Background: an optimization exercise with open tools, aiming at small area. Do not read the settings as production practice. The RTL was checked by simulation tests, not by an equivalence proof against the original design.

## dsp_fpga_data
module dsp_fpga_data (
  input  logic                    mcbsp0_slaver_clkx,
  input  logic                    cfg_rst,
  input  logic                    mcbsp0_slaver_fsx,
  input  logic                    mcbsp0_slaver_mosi,
  input  dsp_link_pkg::buf_addr_t read_addr,
  output dsp_link_pkg::word_t     send_data,
  output logic                    tx_send_start,
  output logic                    start_send,
  output dsp_link_pkg::step_t     send_step,
  output logic                    part_syn_start,
  output logic                    lose,
  output logic                    corase_end,
  output logic                    fine_end,
  output dsp_link_pkg::word_t     corase_syn_pos,
  output dsp_link_pkg::word_t     fine_syn_pos,
  output logic                    dsp_start_send,
  output logic                    flag_croase,
  output logic                    flag_fine,
  output logic                    croase_data_flag,
  output logic                    fine_data_flag,
  ...
Size in the first run: roughly 1,500 flip-flops, roughly 120 I/O pins, roughly 39,000 um^2 of cells after synthesis.
==> module mcbsp_rx, before the edit <==
module mcbsp_rx (
  input  logic                mcbsp0_slaver_clkx,
  input  logic                cfg_rst,
  input  logic                fsx,
  input  logic                mosi,
  output dsp_link_pkg::word_t rx_word_n,   
  output logic                rx_valid
);
  typedef logic [dsp_link_pkg::BIT_CNT_W-1:0] cnt_t;
  dsp_link_pkg::rx_state_t state;
  cnt_t                    bit_cnt;   
  always_ff @(posedge mcbsp0_slaver_clkx) begin
    rx_word_n <= {rx_word_n[dsp_link_pkg::WORD_W-2:0], ~mosi};
  end
  always_ff @(posedge mcbsp0_slaver_clkx or posedge cfg_rst) begin
    if (cfg_rst) begin
      state    <= dsp_link_pkg::RX_IDLE;
      bit_cnt  <= '0;
      rx_valid <= 1'b0;
    end else begin
      rx_valid <= 1'b0;
      case (state)
        dsp_link_pkg::RX_IDLE: begin
          if (fsx) begin   
            state   <= dsp_link_pkg::RX_SHIFT;
            bit_cnt <= '0;
          end
        end
        dsp_link_pkg::RX_SHIFT: begin
          bit_cnt <= bit_cnt + cnt_t'(1);
          if (int'(bit_cnt) == dsp_link_pkg::WORD_W - 2) begin   
            state    <= dsp_link_pkg::RX_IDLE;
            rx_valid <= 1'b1;
          end
        end
        default: state <= dsp_link_pkg::RX_IDLE;
      endcase
    end
  end
endmodule
==> module tx_frame_buffer, before the edit <==
module tx_frame_buffer (
  input  logic                    mcbsp0_slaver_clkx,
  input  logic                    cfg_rst,
  input  logic                    arm,
  input  dsp_link_pkg::word_t     rx_word_n,   
  input  logic                    rx_valid,
  input  dsp_link_pkg::buf_addr_t read_addr,
  output dsp_link_pkg::word_t     send_data,
  output logic                    tx_send_start
);
  localparam int NW = dsp_link_pkg::FRAME_WORDS;
  dsp_link_pkg::word_t ring0 [0:NW-1];
  dsp_link_pkg::word_t ring1 [0:NW-1];
  dsp_link_pkg::word_t hold_word;
  logic [4:0] phase;        
  logic [4:0] phase_nx;
  logic [4:0] wr_idx;       
  logic       wr_bank;      
  logic       pend;         
  logic       send_en;
  logic       wr_en;
  logic       ins;
  logic [5:0] wr_sum;
  logic [5:0] rd_sum;
  assign wr_en    = send_en && rx_valid;
  assign phase_nx = (phase == 5'(NW - 1)) ? 5'd0 : phase + 5'd1;
  assign wr_sum   = {1'b0, wr_idx} + {1'b0, phase};
  assign ins      = pend && ((wr_sum == 6'(NW - 1)) || (wr_sum == 6'(2 * NW - 1)));
  always_ff @(posedge mcbsp0_slaver_clkx or posedge cfg_rst) begin
    if (cfg_rst) begin
      send_en <= 1'b0;
    end else if (tx_send_start) begin   
      send_en <= 1'b0;
    end else if (arm) begin
      send_en <= 1'b1;
    end
  end
  always_ff @(posedge mcbsp0_slaver_clkx or posedge cfg_rst) begin
    if (cfg_rst) begin
      phase         <= '0;
      wr_idx        <= '0;
      wr_bank       <= 1'b0;
      pend          <= 1'b0;
      tx_send_start <= 1'b0;
    end else begin
      phase         <= phase_nx;
      tx_send_start <= wr_en && (wr_idx == 5'(NW - 1));
      if (wr_en) begin
        pend <= 1'b1;
      end else if (ins) begin
        pend <= 1'b0;
        if (wr_idx == 5'(NW - 1)) begin   
          wr_idx  <= '0;
          wr_bank <= ~wr_bank;
        end else begin
          wr_idx <= wr_idx + 5'd1;
        end
      end
    end
  end
  always_ff @(posedge mcbsp0_slaver_clkx) begin
    for (int k = 1; k < NW; k++) begin
      ring0[k] <= ring0[k-1];
      ring1[k] <= ring1[k-1];
    end
    ring0[0] <= (ins && !wr_bank) ? hold_word : ring0[NW-1];
    ring1[0] <= (ins &&  wr_bank) ? hold_word : ring1[NW-1];
    if (wr_en) begin
      hold_word <= rx_word_n;
    end
  end
  logic [2*NW:0] rd_sel;      
  logic [4:0]    rd_pos;
  logic          rd_bank;
  logic          rd_hold;
  assign rd_sum = {1'b0, read_addr[4:0]} + {1'b0, phase_nx};
  always_ff @(posedge mcbsp0_slaver_clkx) begin
    rd_pos  <= (rd_sum >= 6'(NW)) ? 5'(rd_sum - 6'(NW)) : rd_sum[4:0];
    rd_bank <= read_addr[5];
    rd_hold <= pend && (read_addr == {wr_bank, wr_idx});
  end
  always_comb begin
    for (int k = 0; k < NW; k++) begin
      rd_sel[k]      = !rd_hold && !rd_bank && (rd_pos == 5'(k));
      rd_sel[NW + k] = !rd_hold &&  rd_bank && (rd_pos == 5'(k));
    end
    rd_sel[2*NW] = rd_hold;
  end
  dsp_link_pkg::word_t src [0:2*NW];
  logic [13:0]         grp_n [0:dsp_link_pkg::WORD_W-1];
  always_comb begin
    for (int k = 0; k < NW; k++) begin
      src[k]      = ring0[k];
      src[NW + k] = ring1[k];
    end
    src[2*NW] = hold_word;
  end
  for (genvar b = 0; b < dsp_link_pkg::WORD_W; b++) begin : g_bit
    for (genvar g = 0; g < 13; g++) begin : g_grp
      dsp_aoi222 u_aoi (
        .a1 (rd_sel[3*g]),     .a2 (src[3*g][b]),
        .b1 (rd_sel[3*g + 1]), .b2 (src[3*g + 1][b]),
        .c1 (rd_sel[3*g + 2]), .c2 (src[3*g + 2][b]),
        .y  (grp_n[b][g])
      );
    end
    dsp_aoi22 u_aoi_last (
      .a1 (rd_sel[39]), .a2 (src[39][b]),
      .b1 (rd_sel[40]), .b2 (src[40][b]),
      .y  (grp_n[b][13])
    );
    assign send_data[b] = &grp_n[b];
  end
endmodule
clock: 5.0 ns
lec_check: 0
cap_margin: 20
core_margin: 2
core_utilization: 60
place_density: 0.7
slew_margin: 20
synth_hierarchical: 1
standard.sh (not shown) runs the stock make flow with config.mk's settings and CLKGATE_MAP_FILE= SYNTH_SCRIPT=/design/flow/synth_recipe.tcl, a recipe that flattens the netlist after the stock synthesis.
==> flow/flow/run.sh <==
#!/bin/bash
# The standard layout, with two changes: the port buffers are buf_1 cells, and
# clock tree synthesis uses clkbuf_8 buffers in clusters of at most 18 sinks,
# without dummy loads.
set -euo pipefail
cd "$(dirname "$0")/.."
export BUFFER_PORTS_ARGS="-buffer_cell sky130_fd_sc_hd__buf_1"
export CTS_ARGS="-sink_clustering_enable -repair_clock_nets -dont_use_dummy_load -buf_list sky130_fd_sc_hd__clkbuf_8 -sink_clustering_size 18 -sink_clustering_max_diameter 60"
bash standard.sh > standard.log 2>&1
The starting point went through all stages and came out clean.
==> next run, changes <==
--- a/flow/design.v
+++ b/flow/design.v
@@ -40,22 +40,26 @@
   always_ff @(posedge mcbsp0_slaver_clkx) begin
     rx_word_n <= {rx_word_n[dsp_link_pkg::WORD_W-2:0], ~mosi};
   end
+  always_ff @(posedge mcbsp0_slaver_clkx) begin
+    if (state == dsp_link_pkg::RX_IDLE) begin
+      bit_cnt <= '0;
+    end else begin
+      bit_cnt <= bit_cnt + cnt_t'(1);
+    end
+  end
   always_ff @(posedge mcbsp0_slaver_clkx or posedge cfg_rst) begin
     if (cfg_rst) begin
       state    <= dsp_link_pkg::RX_IDLE;
-      bit_cnt  <= '0;
       rx_valid <= 1'b0;
     end else begin
       rx_valid <= 1'b0;
       case (state)
         dsp_link_pkg::RX_IDLE: begin
           if (fsx) begin   
-            state   <= dsp_link_pkg::RX_SHIFT;
-            bit_cnt <= '0;
+            state <= dsp_link_pkg::RX_SHIFT;
           end
         end
         dsp_link_pkg::RX_SHIFT: begin
-          bit_cnt <= bit_cnt + cnt_t'(1);
           if (int'(bit_cnt) == dsp_link_pkg::WORD_W - 2) begin   
             state    <= dsp_link_pkg::RX_IDLE;
             rx_valid <= 1'b1;
@@ -253,13 +257,26 @@
       end
     end
   end
+  logic ins0, ins0_n, ins1, ins1_n;
+  assign ins0   = ins && !wr_bank;
+  assign ins1   = ins &&  wr_bank;
+  assign ins0_n = ~ins0;
+  assign ins1_n = ~ins1;
+  for (genvar b = 0; b < dsp_link_pkg::WORD_W; b++) begin : g_in
+    dsp_ring_in u_in0 (
+      .clk (mcbsp0_slaver_clkx), .s (ins0), .s_n (ins0_n),
+      .a (ring0[NW-1][b]), .b (hold_word[b]), .q (ring0[0][b])
+    );
+    dsp_ring_in u_in1 (
+      .clk (mcbsp0_slaver_clkx), .s (ins1), .s_n (ins1_n),
+      .a (ring1[NW-1][b]), .b (hold_word[b]), .q (ring1[0][b])
+    );
+  end
   always_ff @(posedge mcbsp0_slaver_clkx) begin
     for (int k = 1; k < NW; k++) begin
       ring0[k] <= ring0[k-1];
       ring1[k] <= ring1[k-1];
     end
-    ring0[0] <= (ins && !wr_bank) ? hold_word : ring0[NW-1];
-    ring1[0] <= (ins &&  wr_bank) ? hold_word : ring1[NW-1];
     if (wr_en) begin
       hold_word <= rx_word_n;
     end
@@ -319,6 +336,16 @@
 );
   assign y = ~((a1 & a2) | (b1 & b2));
 endmodule
+module dsp_ring_in (
+  input  logic clk,
+  input  logic s, s_n,   
+  input  logic a, b,
+  output logic q
+);
+  always_ff @(posedge clk) begin
+    q <= (s & b) | (s_n & a);
+  end
+endmodule
 module dsp_fpga_data (
   input  logic                    mcbsp0_slaver_clkx,
   input  logic                    cfg_rst,
After rerunning: Worst hold slack loses 0.075 ns. Cell count shrinks slightly. Die area went down slightly. Routed wire length came out lower slightly. Synthesized cell count is about the same.

==> static timing again, ports no longer ideal <==
How much do the figures lean on ideal ports? The routed layouts below were timed once more, with nothing changed but the port constraints. Step 1, drivers: a clkbuf_16 drives mcbsp0_slaver_clkx and a buf_2 each remaining input, both assumed. Step 2 adds t to the input delays and takes it off the output delays; t is the mean of the earliest and latest rising clock arrival at the registers after step 1. Input paths then give back, and output paths get back, about the clock's delay inside the block. Three values: ideal ports, drivers, drivers and shift; two values: the first two.
| run | t, ns | setup WS [ns] | worst hold slack (ns) |
|---|---|---|---|
| the first run | 0.774 | 0.064 / -0.003 / 0.771 | 0.288 / 0.264 / 0.304 |
| the second run | 0.754 | 0.215 / 0.149 / 0.903 | 0.213 / 0.174 / 0.319 |
After both steps every run listed still meets setup and hold.
